This is an optimization exercise on Yosys and OpenROAD, whose aim is small area, not a production implementation. Function was checked by simulation only, so behaviour that the tests miss may differ from the original. No activity file was given, so power comes from the tool's default toggle rates.

==> flow/design.v <==
module iot_filter_engine #(
    parameter int DATA_W  = 128,
    parameter int IN_W    = 8,
    parameter int GROUP_N = 8,
    parameter int FRAME_N = 96
) (
    input  logic                clk,
    input  logic                rst,
    input  logic                in_en,
    input  logic [IN_W-1:0]     iot_in,
    input  logic [2:0]          fn_sel,
    input  logic [DATA_W-1:0]   thr_lo,
    input  logic [DATA_W-1:0]   thr_hi,
    output logic                busy,
    output logic                valid,
    output logic [DATA_W-1:0]   iot_out,
    output logic                frame_done
);
    localparam int BEATS = DATA_W / IN_W;
    localparam int BW    = (BEATS > 1) ? $clog2(BEATS) : 1;
    localparam int LG    = $clog2(GROUP_N);
    localparam int WW    = $clog2(FRAME_N);
    localparam int AW    = DATA_W + LG;
    localparam logic [2:0] M_PASS    = 3'b000;
    localparam logic [2:0] M_MAX     = 3'b001;
    localparam logic [2:0] M_MIN     = 3'b010;
    localparam logic [2:0] M_AVG     = 3'b011;
    localparam logic [2:0] M_EXTRACT = 3'b100;
    localparam logic [2:0] M_EXCLUDE = 3'b101;
    localparam logic [2:0] M_PMAX    = 3'b110;
    localparam logic [2:0] M_PMIN    = 3'b111;
    localparam int LW = IN_W + LG;   
    logic [BW-1:0]     beat_q;
    logic [WW-1:0]     wcnt_q;       
    logic              word_vld_q;   
    logic              busy_q, valid_q, fdone_q;
    logic [DATA_W-1:0] out_q;
    logic [2:0]        mode_q;
    logic [AW-1:0]     a_q;
    logic [BEATS-1:1]  c_q;          
    logic [DATA_W-1:0] lo_q, hi_q;
    logic              have_q;       
    logic              flag_q;       
    logic              agt_q, alt_q;  
    logic              bgt_q, blt_q;  
    function automatic logic [AW-1:0] resolve(input logic [AW-1:0] s, input logic [BEATS-1:1] c);
        logic [AW-1:0] r;
        logic          cin, ck, cc, all1, g, p;
        cin = 1'b0;
        for (int k = 0; k <= BEATS; k++) begin
            ck = (k >= 1 && k <= BEATS - 1) ? c[k] : 1'b0;
            r[IN_W * k] = s[IN_W * k] ^ ck ^ cin;
            cc    = (s[IN_W * k] & ck) | (s[IN_W * k] & cin) | (ck & cin);
            all1  = 1'b1;
            for (int i = 1; i < IN_W; i++) begin
                if (IN_W * k + i < AW) begin
                    r[IN_W * k + i] = s[IN_W * k + i] ^ cc;
                    cc   = s[IN_W * k + i] & cc;
                    all1 = all1 & s[IN_W * k + i];
                end
            end
            g   = all1 & s[IN_W * k] & ck;
            p   = all1 & (s[IN_W * k] | ck);
            cin = g | (p & cin);
        end
        resolve = r;
    endfunction
    logic              accept, start, wlast;
    logic              pos0, grp_last, frm_last, first, fresh;
    logic              is_max, is_ext, is_avg, is_peak, is_rng, avg_b;
    logic [BW-1:0]     lane;
    logic [LW-1:0]     a_lane;
    logic [IN_W-1:0]   ta, tb, a_old;
    logic              c_old, a_eq, b_eq, agt_d, alt_d, bgt_d, blt_d, keep;
    logic [IN_W:0]     lsum;
    logic [LG-1:0]     top_d;
    logic [AW-1:0]     a_d, a_en;
    logic [AW-1:0]     res;
    logic              hit, flag_d, emit;
    assign accept   = in_en && !busy_q;
    assign start    = accept && (beat_q == '0) && (wcnt_q == '0);
    assign wlast    = accept && (beat_q == BW'(BEATS - 1));
    assign first    = (wcnt_q[LG-1:0] == '0);
    assign pos0     = (wcnt_q[LG-1:0] == LG'(1));
    assign grp_last = (wcnt_q[LG-1:0] == '0);
    assign frm_last = (wcnt_q == '0);
    assign is_max  = (mode_q == M_MAX) || (mode_q == M_PMAX);
    assign is_peak = mode_q[2] && mode_q[1];
    assign is_ext  = (mode_q == M_MAX) || (mode_q == M_MIN) || is_peak;
    assign is_avg  = (mode_q == M_AVG);
    assign is_rng  = mode_q[2] && !mode_q[1];
    assign avg_b   = start ? (fn_sel == M_AVG) : is_avg;
    assign fresh   = first && (start || !(is_peak && (have_q || word_vld_q)));
    assign lane   = ~beat_q;
    assign a_lane = a_q[IN_W * lane +: LW];
    assign ta     = start  ? thr_lo[DATA_W-1 -: IN_W] :
                    is_rng ? lo_q[IN_W * lane +: IN_W] : a_lane[LW-1 -: IN_W];
    assign tb     = start  ? thr_hi[DATA_W-1 -: IN_W] : hi_q[IN_W * lane +: IN_W];
    assign a_eq   = (beat_q == '0) || (!agt_q && !alt_q);
    assign b_eq   = (beat_q == '0) || (!bgt_q && !blt_q);
    assign agt_d  = (a_eq && iot_in > ta) || (!a_eq && agt_q);
    assign alt_d  = (a_eq && iot_in < ta) || (!a_eq && alt_q);
    assign bgt_d  = (b_eq && iot_in > tb) || (!b_eq && bgt_q);
    assign blt_d  = (b_eq && iot_in < tb) || (!b_eq && blt_q);
    assign keep   = is_ext && !fresh && (is_max ? alt_d : agt_d);
    assign a_old = first ? '0 : a_lane[IN_W-1:0];
    assign c_old = first ? 1'b0 : ((lane == '0) ? 1'b0 : c_q[lane]);
    assign lsum  = {1'b0, a_old} + {1'b0, iot_in} + (IN_W + 1)'(c_old);
    assign top_d = (first ? '0 : a_q[AW-1:DATA_W]) + LG'(lsum[IN_W]);
    always_comb begin
        for (int i = 0; i < AW; i++) begin
            if (avg_b) begin
                a_d[i]  = (i >= DATA_W) ? top_d[i - DATA_W] : lsum[i % IN_W];
                a_en[i] = accept && (lane == BW'((i >= DATA_W) ? BEATS - 1 : i / IN_W));
            end else begin
                a_d[i]  = (i >= LG) ? iot_in[(i - LG) % IN_W] : 1'b0;
                a_en[i] = accept && !keep && (i >= LG) && (lane == BW'((i - LG) / IN_W));
            end
        end
    end
    assign res = resolve(a_q, is_avg ? c_q : '0);
    assign hit    = mode_q[0] ? alt_q : agt_q;
    assign flag_d = (flag_q && !pos0) || hit;
    always_comb begin
        case (mode_q)
            M_PASS:               emit = 1'b1;
            M_EXTRACT:            emit = !alt_q && !bgt_q;
            M_EXCLUDE:            emit = alt_q || bgt_q;
            M_PMAX, M_PMIN:       emit = grp_last && (!have_q || flag_d);
            default:              emit = grp_last;
        endcase
    end
    always_ff @(posedge clk or negedge rst) begin
        if (!rst) begin
            beat_q     <= '0;
            wcnt_q     <= '0;
            word_vld_q <= 1'b0;
            busy_q     <= 1'b0;
            valid_q    <= 1'b0;
            fdone_q    <= 1'b0;
            out_q      <= '0;
        end else begin
            word_vld_q <= wlast;
            valid_q    <= word_vld_q && emit;
            fdone_q    <= word_vld_q && frm_last;
            if (fdone_q) busy_q <= 1'b0;
            if (accept) begin
                beat_q <= beat_q + 1'b1;
                if (wlast) begin
                    if (wcnt_q == WW'(FRAME_N - 1)) begin
                        wcnt_q <= '0;
                        busy_q <= 1'b1;
                    end else begin
                        wcnt_q <= wcnt_q + 1'b1;
                    end
                end
            end
            if (word_vld_q && emit) out_q <= res[AW-1:LG];
        end
    end
    always_ff @(posedge clk) begin
        for (int i = 0; i < AW; i++) begin
            if (a_en[i]) a_q[i] <= a_d[i];
        end
        if (accept) begin
            agt_q <= agt_d;
            alt_q <= alt_d;
            bgt_q <= bgt_d;
            blt_q <= blt_d;
            if (avg_b && lane != BW'(BEATS - 1)) c_q[lane + 1'b1] <= lsum[IN_W];
        end
        if (start) begin
            mode_q <= fn_sel;
            lo_q   <= thr_lo;
            hi_q   <= thr_hi;
            have_q <= 1'b0;
        end else if (word_vld_q && is_peak) begin
            flag_q <= flag_d;
            if (emit) have_q <= 1'b1;
        end
    end
    assign busy       = busy_q;
    assign valid      = valid_q;
    assign iot_out    = out_q;
    assign frame_done = fdone_q;
endmodule
clock: 9.0 ns
lec_check: 0
cap_margin: 20
core_margin: 2
core_utilization: 40
slew_margin: 20
standard.sh (not shown) runs the stock make flow with config.mk's settings and CLKGATE_MAP_FILE= SYNTH_SCRIPT=/design/flow/synth_recipe.tcl, a recipe that flattens the netlist after the stock synthesis.
==> flow/flow/run.sh <==
#!/bin/bash
set -euo pipefail
export BUFFER_PORTS_ARGS="-buffer_cell sky130_fd_sc_hd__buf_1"
export CTS_ARGS="-sink_clustering_enable -repair_clock_nets -dont_use_dummy_load -buf_list sky130_fd_sc_hd__clkbuf_8 -sink_clustering_size 16 -sink_clustering_max_diameter 80"
bash standard.sh > standard_flow.log 2>&1
Edit:
--- a/flow/design.v
+++ b/flow/design.v
@@ -36,9 +36,9 @@
     logic              busy_q, valid_q, fdone_q;
     logic [DATA_W-1:0] out_q;
     logic [2:0]        mode_q;
     logic [AW-1:0]     a_q;
-    logic [BEATS-1:1]  c_q;          
+    logic [BEATS-1:1]  c_q;
     logic [DATA_W-1:0] lo_q, hi_q;
     logic              have_q;       
     logic              flag_q;       
     logic              agt_q, alt_q;  
@@ -103,9 +103,9 @@
     assign bgt_d  = (b_eq && iot_in > tb) || (!b_eq && bgt_q);
     assign blt_d  = (b_eq && iot_in < tb) || (!b_eq && blt_q);
     assign keep   = is_ext && !fresh && (is_max ? alt_d : agt_d);
     assign a_old = first ? '0 : a_lane[IN_W-1:0];
-    assign c_old = first ? 1'b0 : ((lane == '0) ? 1'b0 : c_q[lane]);
+    assign c_old = first ? 1'b0 : ((lane == '0) ? 1'b0 : c_q[BEATS-1]);
     assign lsum  = {1'b0, a_old} + {1'b0, iot_in} + (IN_W + 1)'(c_old);
     assign top_d = (first ? '0 : a_q[AW-1:DATA_W]) + LG'(lsum[IN_W]);
     always_comb begin
         for (int i = 0; i < AW; i++) begin
@@ -113,9 +113,9 @@
                 a_d[i]  = (i >= DATA_W) ? top_d[i - DATA_W] : lsum[i % IN_W];
                 a_en[i] = accept && (lane == BW'((i >= DATA_W) ? BEATS - 1 : i / IN_W));
             end else begin
                 a_d[i]  = (i >= LG) ? iot_in[(i - LG) % IN_W] : 1'b0;
-                a_en[i] = accept && !keep && (i >= LG) && (lane == BW'((i - LG) / IN_W));
+                a_en[i] = accept && !keep && (lane == BW'((i >= LG) ? (i - LG) / IN_W : 0));
             end
         end
     end
     assign res = resolve(a_q, is_avg ? c_q : '0);
@@ -166,9 +166,9 @@
             agt_q <= agt_d;
             alt_q <= alt_d;
             bgt_q <= bgt_d;
             blt_q <= blt_d;
-            if (avg_b && lane != BW'(BEATS - 1)) c_q[lane + 1'b1] <= lsum[IN_W];
+            c_q   <= {c_q[BEATS-2:1], lsum[IN_W]};
         end
         if (start) begin
             mode_q <= fn_sel;
             lo_q   <= thr_lo;
The new run finished clean. Clock-buffer cell count drops by 3. Via count drops by a few percent. Setup slack improves by 77 ps. Clock power drops by a few percent. Sequential power drops by a quarter to a third. Die area drops by a few percent. Cell area drops by a few percent. First-iteration DRC count drops by a few percent. Total power drops by well over a third. Cell count drops by a few percent. Synthesized area drops by a few percent. Routed wire length drops by a few percent. Worst hold slack degrades by 42 ps.

[what the ideal ports hide]
The flow's constraints put no driver on any port. The routed layouts listed below were extracted and timed again, unchanged, in two steps.
Step 1, drivers: a clkbuf_16 drives clk and a buf_2 each remaining input, both assumed.
Step 2 also shifts input and output timing later by t, the mid clock arrival at the registers, as if the neighbouring blocks saw the same clock.
Three values: ideal, step 1, step 2; two values: the first two.
run | t (ns) | setup slack, ns | clock arrival spread, ns | pins driven straight from the clock port
the first run | 0.683 | 2.484 / 2.484 / 2.484 | 0.111 / 0.111 | 1
the second run | 0.674 | 2.561 / 2.589 / 1.915 | 0.095 / 0.095 | 1
After both steps every run listed still meets setup and hold. The setup slack of the second run, which loses most, moves by +0.028 ns with the drivers and by -0.646 ns with both steps.
